This is an optimization exercise on Yosys and OpenROAD, whose aim is small area, not a production implementation.
In this exercise RTL edits were held to simulation tests only and were not proved equivalent to the original.
Power figures rest on the tool's default switching activity, not on a simulated workload.

==> v37 <==
==> flow/design.v <==
`timescale 1ns/100ps
package exu_pkg;
    localparam int XLEN        = 32;
    localparam int RFIDX_WIDTH = 5;
    localparam int NREGS       = 31;
    localparam logic [6:0] OPC_OP     = 7'b0110011;
    localparam logic [6:0] OPC_OP_IMM = 7'b0010011;
    localparam logic [6:0] OPC_LUI    = 7'b0110111;
    localparam logic [6:0] OPC_SYSTEM = 7'b1110011;
    localparam logic [XLEN-1:0] INSTR_WFI  = 32'h1050_0073;
    localparam logic [XLEN-1:0] INSTR_MRET = 32'h3020_0073;
endpackage
`timescale 1ns/100ps
module decoder (
    input  logic [exu_pkg::XLEN-1:0] instr,
    output logic                     ilegl,
    output logic                     rd_wen,
    output logic                     is_mret,
    output logic                     is_wfi,
    output logic                     is_shift
);
    logic [6:0] opcode;
    logic [2:0] funct3;
    logic [6:0] funct7;
    logic       op_ok;
    logic       imm_ok;
    logic       lui;
    assign opcode = instr[6:0];
    assign funct3 = instr[14:12];
    assign funct7 = instr[31:25];
    assign is_wfi  = (instr == exu_pkg::INSTR_WFI);
    assign is_mret = (instr == exu_pkg::INSTR_MRET);
    assign op_ok  = (opcode == exu_pkg::OPC_OP) &
                    (((funct7 == 7'b0100000) & (funct3 == 3'b000)) |
                     ((funct7 == 7'b0000000) & (funct3[2:1] != 2'b01)));
    assign imm_ok = (opcode == exu_pkg::OPC_OP_IMM) &
                    ((funct3 == 3'b000) | funct3[2] & (funct3[1] | ~funct3[0]));
    assign lui    = (opcode == exu_pkg::OPC_LUI);
    assign rd_wen   = op_ok | imm_ok | lui;
    assign ilegl    = ~(rd_wen | is_wfi | is_mret);
    assign is_shift = (opcode == exu_pkg::OPC_OP) & (funct7 == 7'b0000000) &
                      (funct3[1:0] == 2'b01);
endmodule
`timescale 1ns/100ps
module regfile (
    input  logic                            clk,
    input  logic                            arst_n,
    input  logic [exu_pkg::RFIDX_WIDTH-1:0] rs1idx,
    input  logic [exu_pkg::RFIDX_WIDTH-1:0] rs2idx,
    input  logic                            wen,
    input  logic [exu_pkg::RFIDX_WIDTH-1:0] rdidx,
    input  logic [exu_pkg::XLEN-1:0]        wdata,
    output logic [exu_pkg::XLEN-1:0]        rs1_data,
    output logic [exu_pkg::XLEN-1:0]        rs2_data
);
    localparam int N = exu_pkg::NREGS;
    localparam int W = exu_pkg::XLEN;
    logic [W-1:0] regs  [1:N];
    logic [N:1]   vld;
    logic [N:1]   we;
    logic [N:1]   sel1;
    logic [N:1]   sel2;
    for (genvar i = 1; i <= N; i++) begin : g_reg
        assign we[i]   = wen & (rdidx == i);
        assign sel1[i] = vld[i] & (rs1idx == i);
        assign sel2[i] = vld[i] & (rs2idx == i);
        always_ff @(posedge clk or negedge arst_n) begin
            if (!arst_n) begin
                vld[i] <= 1'b0;
            end else if (we[i]) begin
                vld[i] <= 1'b1;
            end
        end
        always_ff @(posedge clk) begin
            if (we[i]) begin
                regs[i] <= wdata;
            end
        end
    end
    always_comb begin
        rs1_data = {W{|sel1}};
        rs2_data = {W{|sel2}};
        for (int i = 1; i <= N; i++) begin
            rs1_data = rs1_data & ({W{~sel1[i]}} | regs[i]);
            rs2_data = rs2_data & ({W{~sel2[i]}} | regs[i]);
        end
    end
endmodule
`timescale 1ns/100ps
module alu (
    input  logic [exu_pkg::XLEN-1:0] instr,
    input  logic [exu_pkg::XLEN-1:0] rs1_data,
    input  logic [exu_pkg::XLEN-1:0] rs2_data,
    output logic [exu_pkg::XLEN-1:0] result
);
    logic [31:0] bx;
    logic [31:0] p;
    logic [31:0] g;
    logic [31:0] sum;
    logic        is_lui;
    logic        is_op;
    logic        sub;
    logic        srl;
    logic [2:0]  f3;
    logic [4:0]  shamt;
    logic [4:0]  rot;
    logic [31:0] r0, r1, r2, r3, r4, r5;
    logic [31:0] therm;
    logic [31:0] mask;
    assign is_lui = instr[2];
    assign is_op  = instr[5];
    assign f3     = instr[14:12];
    assign sub    = is_op & instr[30];
    assign srl    = f3[2];
    assign bx  = is_op ? (rs2_data ^ {32{sub}}) : {{20{instr[31]}}, instr[31:20]};
    assign p   = rs1_data ^ bx;
    assign g   = rs1_data & bx;
    assign sum = rs1_data + bx + {31'd0, sub};
    assign shamt = rs2_data[4:0];
    assign rot   = srl ? shamt : (5'd0 - shamt);
    assign r0 = rs1_data;
    assign r1 = rot[0] ? {r0[0],    r0[31:1]}  : r0;
    assign r2 = rot[1] ? {r1[1:0],  r1[31:2]}  : r1;
    assign r3 = rot[2] ? {r2[3:0],  r2[31:4]}  : r2;
    assign r4 = rot[3] ? {r3[7:0],  r3[31:8]}  : r3;
    assign r5 = rot[4] ? {r4[15:0], r4[31:16]} : r4;
    always_comb begin
        for (int i = 0; i < 32; i++) begin
            therm[i] = (5'(i) >= shamt);
        end
    end
    for (genvar i = 0; i < 32; i++) begin : g_mask
        assign mask[i] = srl ? therm[31-i] : therm[i];
    end
    logic rdnz;
    logic s_add, s_sh, s_p, s_g, s_lui;
    assign rdnz  = (instr[11:7] != 5'd0);
    assign s_add = rdnz & ~is_lui & (f3 == 3'b000);
    assign s_sh  = rdnz & ~is_lui & (f3[1:0] == 2'b01);
    assign s_p   = rdnz & ~is_lui & f3[2] & ~f3[0];
    assign s_g   = rdnz & ~is_lui & f3[2] & f3[1];
    assign s_lui = rdnz & is_lui;
    assign result = ({32{s_add}} & sum) |
                    (r5 & mask & {32{s_sh}}) |
                    ({32{s_p}} & p) |
                    ({32{s_g}} & g) |
                    ({32{s_lui}} & {instr[31:12], 12'b0});
endmodule
`timescale 1ns/100ps
module multi_counter (
    input  logic clk,
    input  logic arst_n,
    input  logic ifu_valid,
    input  logic halt,
    input  logic is_shift,
    output logic exu_ready,
    output logic unexpected_err
);
    logic [3:0] count;
    assign exu_ready = ifu_valid & ~halt &
                       (is_shift ? (count == 4'd3) : (count == 4'd0));
    assign unexpected_err = ~ifu_valid & (count != 4'd0);
    always_ff @(posedge clk or negedge arst_n) begin
        if (!arst_n) begin
            count <= '0;
        end else if (halt || exu_ready || !ifu_valid) begin
            count <= '0;
        end else begin
            count <= count + 1'b1;
        end
    end
endmodule
`timescale 1ns/100ps
module commit_ctrl #(
    parameter logic [exu_pkg::XLEN-1:0] TRAP_VECTOR = 32'h0000_0100
) (
    input  logic                     clk,
    input  logic                     arst_n,
    input  logic                     exu_ready,
    input  logic                     ext_irq,
    input  logic [exu_pkg::XLEN-1:0] pc,
    input  logic                     ilegl,
    input  logic                     rd_wen,
    input  logic                     is_mret,
    input  logic                     is_wfi,
    output logic                     wbck_ena,
    output logic                     flush_req,
    output logic [exu_pkg::XLEN-1:0] flush_pc,
    output logic                     excp,
    output logic                     core_wfi
);
    logic                     sleep;
    logic                     epc_vld;
    logic [exu_pkg::XLEN-1:0] epc;
    logic                     do_trap;
    assign do_trap   = exu_ready & ilegl;
    assign wbck_ena  = exu_ready & rd_wen;
    assign flush_req = exu_ready & (ilegl | is_mret);
    assign flush_pc  = ilegl ? TRAP_VECTOR : (epc & {exu_pkg::XLEN{epc_vld}});
    assign excp      = do_trap;
    assign core_wfi  = sleep;
    always_ff @(posedge clk or negedge arst_n) begin
        if (!arst_n) begin
            sleep <= 1'b0;
        end else if (sleep) begin
            sleep <= ~ext_irq;
        end else begin
            sleep <= exu_ready & is_wfi;
        end
    end
    always_ff @(posedge clk or negedge arst_n) begin
        if (!arst_n) begin
            epc_vld <= 1'b0;
        end else if (do_trap) begin
            epc_vld <= 1'b1;
        end
    end
    always_ff @(posedge clk) begin
        if (do_trap) begin
            epc <= pc;
        end
    end
endmodule
`timescale 1ns/100ps
module exu_top #(
    parameter logic [exu_pkg::XLEN-1:0] TRAP_VECTOR = 32'h0000_0100
) (
    input  logic                     clk,
    input  logic                     arst_n,
    input  logic [exu_pkg::XLEN-1:0] instr,
    input  logic [exu_pkg::XLEN-1:0] pc,
    input  logic                     ifu_valid,
    input  logic                     ext_irq,
    output logic                     exu_ready,
    output logic                     core_wfi,
    output logic                     wbck_ena,
    output logic [4:0]               wbck_rdidx,
    output logic [exu_pkg::XLEN-1:0] wbck_wdata,
    output logic                     flush_req,
    output logic [exu_pkg::XLEN-1:0] flush_pc,
    output logic                     excp,
    output logic                     unexpected_err
);
    logic                     ilegl;
    logic                     rd_wen;
    logic                     is_mret;
    logic                     is_wfi;
    logic                     is_shift;
    logic [exu_pkg::XLEN-1:0] rs1_data;
    logic [exu_pkg::XLEN-1:0] rs2_data;
    logic [exu_pkg::XLEN-1:0] result;
    decoder u_decoder (
        .instr    (instr),
        .ilegl    (ilegl),
        .rd_wen   (rd_wen),
        .is_mret  (is_mret),
        .is_wfi   (is_wfi),
        .is_shift (is_shift)
    );
    regfile u_regfile (
        .clk      (clk),
        .arst_n   (arst_n),
        .rs1idx   (instr[19:15]),
        .rs2idx   (instr[24:20]),
        .wen      (wbck_ena),
        .rdidx    (wbck_rdidx),
        .wdata    (wbck_wdata),
        .rs1_data (rs1_data),
        .rs2_data (rs2_data)
    );
    alu u_alu (
        .instr    (instr),
        .rs1_data (rs1_data),
        .rs2_data (rs2_data),
        .result   (result)
    );
    multi_counter u_multi_counter (
        .clk            (clk),
        .arst_n         (arst_n),
        .ifu_valid      (ifu_valid),
        .halt           (core_wfi),
        .is_shift       (is_shift),
        .exu_ready      (exu_ready),
        .unexpected_err (unexpected_err)
    );
    commit_ctrl #(
        .TRAP_VECTOR (TRAP_VECTOR)
    ) u_commit_ctrl (
        .clk       (clk),
        .arst_n    (arst_n),
        .exu_ready (exu_ready),
        .ext_irq   (ext_irq),
        .pc        (pc),
        .ilegl     (ilegl),
        .rd_wen    (rd_wen),
        .is_mret   (is_mret),
        .is_wfi    (is_wfi),
        .wbck_ena  (wbck_ena),
        .flush_req (flush_req),
        .flush_pc  (flush_pc),
        .excp      (excp),
        .core_wfi  (core_wfi)
    );
    assign wbck_rdidx = instr[11:7];
    assign wbck_wdata = result;
endmodule
`timescale 1ns/100ps
module exu_core (
    input  logic        clk,
    input  logic        arst_n,
    input  logic [31:0] instr,
    input  logic [31:0] pc,
    input  logic        ifu_valid,
    input  logic        ext_irq,
    output logic        exu_ready,
    output logic        core_wfi,
    output logic        wbck_ena,
    output logic [4:0]  wbck_rdidx,
    output logic [31:0] wbck_wdata,
    output logic        flush_req,
    output logic [31:0] flush_pc,
    output logic        excp,
    output logic        unexpected_err
);
    exu_top #(
        .TRAP_VECTOR (32'h0000_0100)
    ) u_exu_top (
        .clk            (clk),
        .arst_n         (arst_n),
        .instr          (instr),
        .pc             (pc),
        .ifu_valid      (ifu_valid),
        .ext_irq        (ext_irq),
        .exu_ready      (exu_ready),
        .core_wfi       (core_wfi),
        .wbck_ena       (wbck_ena),
        .wbck_rdidx     (wbck_rdidx),
        .wbck_wdata     (wbck_wdata),
        .flush_req      (flush_req),
        .flush_pc       (flush_pc),
        .excp           (excp),
        .unexpected_err (unexpected_err)
    );
endmodule
==> flow/flow/run.sh <==
#!/bin/bash
# Own layout flow: the standard ORFS flow with a few extra knobs.
#  - synthesis maps with flow/abc_speed.script (no ABC buffering; the
#    placer's repair buffers with real wire loads instead); everything
#    else in the ORFS scripts is unchanged
#  - port buffers are the smallest buffer cell instead of clkdlybuf4s50_1
#  - CTS builds larger sink clusters and inserts no dummy loads
# Every tool's output goes to the ORFS logs under orfs/logs; make's own
# output goes to flow_make.log in the work folder.
set -euo pipefail
W=$(pwd)
rm -rf "$W/own_scripts"
cp -r "$FLOW_HOME/scripts" "$W/own_scripts"
cp "$W/flow/abc_speed.script" "$W/own_scripts/abc_speed.script"
bash standard.sh \
  SCRIPTS_DIR="$W/own_scripts" \
  BUFFER_PORTS_ARGS="-buffer_cell sky130_fd_sc_hd__buf_1" \
  CTS_ARGS="-sink_clustering_enable -repair_clock_nets -dont_use_dummy_load -sink_clustering_size 24 -sink_clustering_max_diameter 80 -buf_list {sky130_fd_sc_hd__clkbuf_8 sky130_fd_sc_hd__clkbuf_16}" \
  finish > "$W/flow_make.log" 2>&1
==> flow/flow/abc_speed.script <==
strash
dch -f
map -a
amap
topo
stime -c
upsize -c
dnsize -c
==> flow/standard.sh <==
#!/bin/bash
# synth_recipe.tcl (not shown) runs the flow's synth.tcl, then flattens the netlist and writes it again
# the make line also repeats each setting of config.mk as NAME=value (left out here)
make -C /OpenROAD-flow-scripts/flow DESIGN_CONFIG=/design/flow/config.mk WORK_HOME=/design/flow/orfs CLKGATE_MAP_FILE= SYNTH_SCRIPT=/design/flow/synth_recipe.tcl "${@:-finish}"
==> flow/config.mk <==
export PLATFORM = sky130hd
export DESIGN_NAME = exu_core
export DESIGN_NICKNAME = exu_core
export VERILOG_FILES = /design/flow/design.v
export SDC_FILE = /design/flow/constraint.sdc
export NUM_CORES = 4
export LEC_CHECK = 0
export CAP_MARGIN = 10
export CORE_MARGIN = 2
export CORE_UTILIZATION = 40
export CTS_BUF_LIST = sky130_fd_sc_hd__clkbuf_4 sky130_fd_sc_hd__clkbuf_8
export SETUP_SLACK_MARGIN = 0.4
export SLEW_MARGIN = 10
==> flow/constraint.sdc <==
create_clock -name core_clock -period 12.0 [get_ports {clk}]
set_input_delay 2.4000 -clock core_clock [delete_from_list [all_inputs] [get_ports {clk}]]
set_output_delay 2.4000 -clock core_clock [all_outputs]
set_load 0.01 [all_outputs]
==> v12: changes against v37 <==
==> flow/design.v, changed modules only <==
module alu (
    input  logic [exu_pkg::XLEN-1:0] instr,
    input  logic [exu_pkg::XLEN-1:0] rs1_data,
    input  logic [exu_pkg::XLEN-1:0] rs2_data,
    output logic [exu_pkg::XLEN-1:0] result
);
    logic [31:0] op2;
    logic [31:0] sum;
    logic        is_lui;
    logic        is_op;
    logic        sub;
    logic [2:0]  f3;
    logic [4:0]  shamt;
    logic [4:0]  rot;
    logic [31:0] rotd;
    logic [31:0] mask;
    logic [31:0] shres;
    assign is_lui = instr[2];
    assign is_op  = instr[5];
    assign f3     = instr[14:12];
    assign sub    = is_op & instr[30];
    assign op2 = is_op ? rs2_data : {{20{instr[31]}}, instr[31:20]};
    assign sum = rs1_data + (op2 ^ {32{sub}}) + {31'd0, sub};
    assign shamt = rs2_data[4:0];
    assign rot   = f3[2] ? shamt : (5'd0 - shamt);
    assign rotd  = {rs1_data, rs1_data} >> rot;
    always_comb begin
        for (int i = 0; i < 32; i++) begin
            mask[i] = f3[2] ? (5'(31 - i) >= shamt) : (5'(i) >= shamt);
        end
    end
    assign shres = rotd & mask;
    always_comb begin
        if (is_lui) begin
            result = {instr[31:12], 12'b0};
        end else begin
            case (f3)
                3'b000:  result = sum;
                3'b100:  result = rs1_data ^ op2;
                3'b110:  result = rs1_data | op2;
                3'b111:  result = rs1_data & op2;
                default: result = shres;
            endcase
        end
    end
endmodule
module exu_top #(
    parameter logic [exu_pkg::XLEN-1:0] TRAP_VECTOR = 32'h0000_0100
) (
    input  logic                     clk,
    input  logic                     arst_n,
    input  logic [exu_pkg::XLEN-1:0] instr,
    input  logic [exu_pkg::XLEN-1:0] pc,
    input  logic                     ifu_valid,
    input  logic                     ext_irq,
    output logic                     exu_ready,
    output logic                     core_wfi,
    output logic                     wbck_ena,
    output logic [4:0]               wbck_rdidx,
    output logic [exu_pkg::XLEN-1:0] wbck_wdata,
    output logic                     flush_req,
    output logic [exu_pkg::XLEN-1:0] flush_pc,
    output logic                     excp,
    output logic                     unexpected_err
);
    logic                     ilegl;
    logic                     rd_wen;
    logic                     is_mret;
    logic                     is_wfi;
    logic                     is_shift;
    logic [exu_pkg::XLEN-1:0] rs1_data;
    logic [exu_pkg::XLEN-1:0] rs2_data;
    logic [exu_pkg::XLEN-1:0] result;
    decoder u_decoder (
        .instr    (instr),
        .ilegl    (ilegl),
        .rd_wen   (rd_wen),
        .is_mret  (is_mret),
        .is_wfi   (is_wfi),
        .is_shift (is_shift)
    );
    regfile u_regfile (
        .clk      (clk),
        .arst_n   (arst_n),
        .rs1idx   (instr[19:15]),
        .rs2idx   (instr[24:20]),
        .wen      (wbck_ena),
        .rdidx    (wbck_rdidx),
        .wdata    (wbck_wdata),
        .rs1_data (rs1_data),
        .rs2_data (rs2_data)
    );
    alu u_alu (
        .instr    (instr),
        .rs1_data (rs1_data),
        .rs2_data (rs2_data),
        .result   (result)
    );
    multi_counter u_multi_counter (
        .clk            (clk),
        .arst_n         (arst_n),
        .ifu_valid      (ifu_valid),
        .halt           (core_wfi),
        .is_shift       (is_shift),
        .exu_ready      (exu_ready),
        .unexpected_err (unexpected_err)
    );
    commit_ctrl #(
        .TRAP_VECTOR (TRAP_VECTOR)
    ) u_commit_ctrl (
        .clk       (clk),
        .arst_n    (arst_n),
        .exu_ready (exu_ready),
        .ext_irq   (ext_irq),
        .pc        (pc),
        .ilegl     (ilegl),
        .rd_wen    (rd_wen),
        .is_mret   (is_mret),
        .is_wfi    (is_wfi),
        .wbck_ena  (wbck_ena),
        .flush_req (flush_req),
        .flush_pc  (flush_pc),
        .excp      (excp),
        .core_wfi  (core_wfi)
    );
    assign wbck_rdidx = instr[11:7];
    assign wbck_wdata = (wbck_rdidx == 5'd0) ? '0 : result;
endmodule
==> flow/run.sh (new file) <==
#!/bin/bash
# synth_recipe.tcl (not shown) runs the flow's synth.tcl, then flattens the netlist and writes it again
# the make line also repeats each setting of config.mk as NAME=value (left out here)
make -C /OpenROAD-flow-scripts/flow DESIGN_CONFIG=/design/flow/config.mk WORK_HOME=/design/flow/orfs CLKGATE_MAP_FILE= SYNTH_SCRIPT=/design/flow/synth_recipe.tcl finish
Settings changed: CAP_MARGIN 10 to 20, CTS_BUF_LIST sky130_fd_sc_hd__clkbuf_4 sky130_fd_sc_hd__clkbuf_8 to default, SETUP_SLACK_MARGIN 0.4 to 0.5, SLEW_MARGIN 10 to 20.
removed: flow/flow/run.sh
removed: flow/flow/abc_speed.script
removed: flow/standard.sh
==> summary of the runs <==
- First-iteration DRC count: v12 is larger than v37 (9.0%).
- Of v37 and v12, v12 has the higher core utilization (gap 1.3 points).
- Against v37, the area after synthesis of v12 is larger by about 10%.
- Against v37, the fmax of v12 is lower by 2.2%.
- Of v12 and v37, v37 has the higher sequential power (gap about 3%, measured against v37).
- Power: v37 is smaller than v12 (1.1%).
- In v37 the setup slack is higher than in v12, by 0.25 ns.
- In v37 the critical path depth is higher than in v12, by 7.
- v37 completed with no timing, DRC or antenna violations. v12 produced a clean layout.
- In v12 the final area is higher than in v37, by 14%.
- Non-clock buffer count: v12 is higher than v37 (5).
==> figures <==
item                                                                            v37                        v12
Worst slack at placement                                                   0.361 ns                  -0.224 ns
Count of unique library cells instantiated by Yosys                              63                         77
Worst slew pin tran                                                         1.32 ns                    1.21 ns
Share of total power in the clock network                                     24.4%                      43.1%
Proportion of cell area occupied by multi-input gates                         28.1%                      30.9%
Total core area                                                         116000 um^2                129000 um^2
Via total after detailed routing                                              43600                      48300
Most common cell after layout, fill and taps aside         sky130_fd_sc_hd__o22ai_1  sky130_fd_sc_hd__edfxtp_1
Run status                                                  complete, no violations    complete, no violations
Met1 GRT Util                                                                 49.8%                      48.8%
Layout overhead on the synthesized area                                       16.1%                      19.9%
Setup repair after global routing missed its margin                           false                       true
Sum of buffers and inverters on the critical path                                10                          9
Final critical-path share of the clock period                                 94.2%                      96.3%
Highest ir drop seen on vdd                                              0.000133 V                 0.000128 V
Total power per unit cell area                                          150 nW/um^2                133 nW/um^2
Worst-case headroom to the max-slew limit                                     11.1%                      19.4%
Part of the total power dissipated in combinational logic                     23.7%                       7.0%
Post-CTS Setup Repair Bufs                                                        0                          5
PnR Total Power                                                             8.17 mW                    8.26 mW
Non-CTS buffers                                                                 508                        513

==> port drivers added, routing unchanged <==
The results above use ideal ports. As a check the final layouts listed here were re-extracted and re-timed, cells and wires unchanged. Step 1, drivers: a clkbuf_16 drives clk and a buf_2 each remaining input, both assumed. Step 2 moves the port delays by t, midway between the first and last clock arrival at a register: inputs arrive t later, outputs are due t later. That takes back most of the time a late clock gives input paths. Slacks: no drivers / after step 1 / after step 2; pairs: no drivers / after step 1.
| run | t (ns) | slack for setup (ns) | worst register clock-pin slew, ns |
|---|---|---|---|
| v37 | 0.773 | 0.692 / 0.625 / 0.625 | 0.10 / 0.10 |
| v12 | 0.843 | 0.441 / 0.412 / 0.412 | 0.09 / 0.09 |
After both steps setup and hold are still met in every run listed. For v37, which loses most, drivers alone change the setup slack by -0.067 ns; drivers and shift together by -0.067 ns.
